Background: an optimization exercise with open tools, aiming at small area and a short achievable clock period. Do not read the settings as production practice.
In this exercise RTL edits were held to simulation tests only and were not proved equivalent to the original.
Power and IR drop assume default switching activity.

== lane 1 ==
==> flow/design.v (excerpt) <==
module sb_top (
    input  logic        clk,
    input  logic        rst,
    input  logic        inst_valid,
    input  logic [31:0] inst,
    input  logic [3:0]  fu_done,      
    output logic        issue_ok,
    output logic [18:0] read,
    output logic [8:0]  wb
);
Size: ~68 I/O pins, about 6200 sq um of cells after synthesis.
Settings: LEC_CHECK=0, CAP_MARGIN=20, CORE_MARGIN=2, CORE_UTILIZATION=60, PLACE_DENSITY=0.75, SETUP_SLACK_MARGIN=2.0, SLEW_MARGIN=20; clock period 5.5 ns.
standard.sh (not shown) runs the stock make flow with config.mk's settings and CLKGATE_MAP_FILE= SYNTH_SCRIPT=/design/flow/synth_recipe.tcl, a recipe that flattens the netlist after the stock synthesis.
==> flow/flow/run.sh <==
#!/bin/bash
set -euo pipefail
P=sky130_fd_sc_hd__
DU=""
for c in probe_p_8 probec_p_8 lpflow_bleeder_1 \
         lpflow_clkbufkapwr_1 lpflow_clkbufkapwr_16 lpflow_clkbufkapwr_2 lpflow_clkbufkapwr_4 lpflow_clkbufkapwr_8 \
         lpflow_clkinvkapwr_1 lpflow_clkinvkapwr_16 lpflow_clkinvkapwr_2 lpflow_clkinvkapwr_4 lpflow_clkinvkapwr_8 \
         lpflow_decapkapwr_12 lpflow_decapkapwr_3 lpflow_decapkapwr_4 lpflow_decapkapwr_6 lpflow_decapkapwr_8 \
         lpflow_inputiso0n_1 lpflow_inputiso0p_1 lpflow_inputiso1n_1 lpflow_inputiso1p_1 lpflow_inputisolatch_1 \
         lpflow_isobufsrc_1 lpflow_isobufsrc_16 lpflow_isobufsrc_2 lpflow_isobufsrc_4 lpflow_isobufsrc_8 \
         lpflow_isobufsrckapwr_16 lpflow_lsbuf_lh_hl_isowell_tap_1 lpflow_lsbuf_lh_hl_isowell_tap_2 \
         lpflow_lsbuf_lh_hl_isowell_tap_4 lpflow_lsbuf_lh_isowell_4 lpflow_lsbuf_lh_isowell_tap_1 \
         lpflow_lsbuf_lh_isowell_tap_2 lpflow_lsbuf_lh_isowell_tap_4 \
         or3_1 or3_2 or3_4 or3b_1 or3b_2 or3b_4 or4_1 or4_2 or4_4 or4b_1 or4b_2 or4b_4 \
         or4bb_1 or4bb_2 or4bb_4 o41a_1 o41a_2 o41a_4 o41ai_1 o41ai_2 o41ai_4 \
         a2111o_1 a2111o_2 a2111o_4 a2111oi_0 a2111oi_1 a2111oi_2 a2111oi_4 \
         o2111a_1 o2111a_2 o2111a_4 o2111ai_1 o2111ai_2 o2111ai_4 a41o_1 a41o_2 a41o_4; do
  DU="$DU $P$c"
done
DU="${DU# }"
BP="-buffer_cell ${P}buf_2"
CTS="-sink_clustering_enable -repair_clock_nets -tree_buf ${P}clkbuf_4 -buf_list {${P}clkbuf_4} -root_buf ${P}clkbuf_8 -sink_clustering_buffer ${P}clkbuf_4"
bash standard.sh DONT_USE_CELLS="$DU" BUFFER_PORTS_ARGS="$BP" CTS_ARGS="$CTS" finish > standard.log 2>&1
diff inputs: lane 1 => lane 2
- CORE_UTILIZATION changed from 60 to 40
- PLACE_DENSITY removed (was 0.75)
- ABC_AREA newly set to 1
==> run summary <==
- Lower detailed placement HPWL was reported by lane 1, not lane 2.
- The lower number of signal-net buffers in the layout of lane 1 and lane 2 is in lane 2.
- In the final reports, the cell area of lane 2 is larger than that of lane 1.
- Compare lane 1 and lane 2 | fraction of standard cell area that is sequential lower: lane 2
- Row power share of the clock group: lane 2 lower / lane 1 higher
- Between lane 1 and lane 2, the flow reports area taken by multi-input logic gates increasing by more than 10%.
- [compare] base=lane 1 new=lane 2: quantity of gates resized following cts dropped 11; leakage power summed over all cells climbed 29%; first-pass iteration count of the detailed router dropped 2.
- On die area, lane 1 beats lane 2.
Input changes introduced in lane 3 (baseline for comparison: lane 2):
- a change of SETUP_SLACK_MARGIN from 2.0 to 2.2
- a deleted ABC_AREA that had been 1
==> comparison <==
Min total power across lane 2 and lane 3: lane 3
Multi-input logic portion of the cell area in lane 3 vs lane 2: down 1.4 points
In the tables for lane 2 and lane 3, wire length of the first global-routing pass reads lower with lane 3.
Against lane 2, lane 3 comes in 3.4 points higher on final cycle utilization of the critical path.
The largest net degree at the start of global routing of lane 3 falls short of that of lane 2 by about 8%.
Lane 2 tops out at a higher clock frequency than lane 3.
Of lane 2 and lane 3, the run reporting the higher highest fanout seen on the critical path was lane 2.
STATUS first-iteration DRC count: lane 3 loses against lane 2
Compared with lane 2, in lane 3 combinational power lower; worst hold slack went down by 11 ps.

-- afterwards: timing with drivers on the ports --
In the flow no input, the clock included, has a driving cell. The finished layouts below were timed again as built, in two steps. Step 1 sets driving cells, clkbuf_16 on the clock port and buf_2 on the other inputs (assumed; they add their load-dependent delay and slew). Step 2 moves the port delays by t, midway between the first and last clock arrival at a register: inputs arrive t later, outputs are due t later. That takes back most of the time a late clock gives input paths. Three values: ideal, step 1, step 2; two values: the first two.
| run | t, ns | slack for setup (ns) | clock arrival spread, ns | slew at the worst register clock pin (ns) | pins driven straight from the clock port |
|---|---|---|---|---|---|
| lane 1 | 0.419 | 1.900 / 1.847 / 1.493 | 0.012 / 0.012 | 0.12 / 0.12 | 1 |
| lane 2 | 0.424 | 2.065 / 1.978 / 1.978 | 0.018 / 0.019 | 0.11 / 0.11 | 1 |
| lane 3 | 0.436 | 1.879 / 1.841 / 1.547 | 0.015 / 0.015 | 0.12 / 0.12 | 1 |
After both steps setup and hold are still met in every run listed. The setup slack of lane 1, which loses most, moves by -0.053 ns with the drivers and by -0.407 ns with both steps.
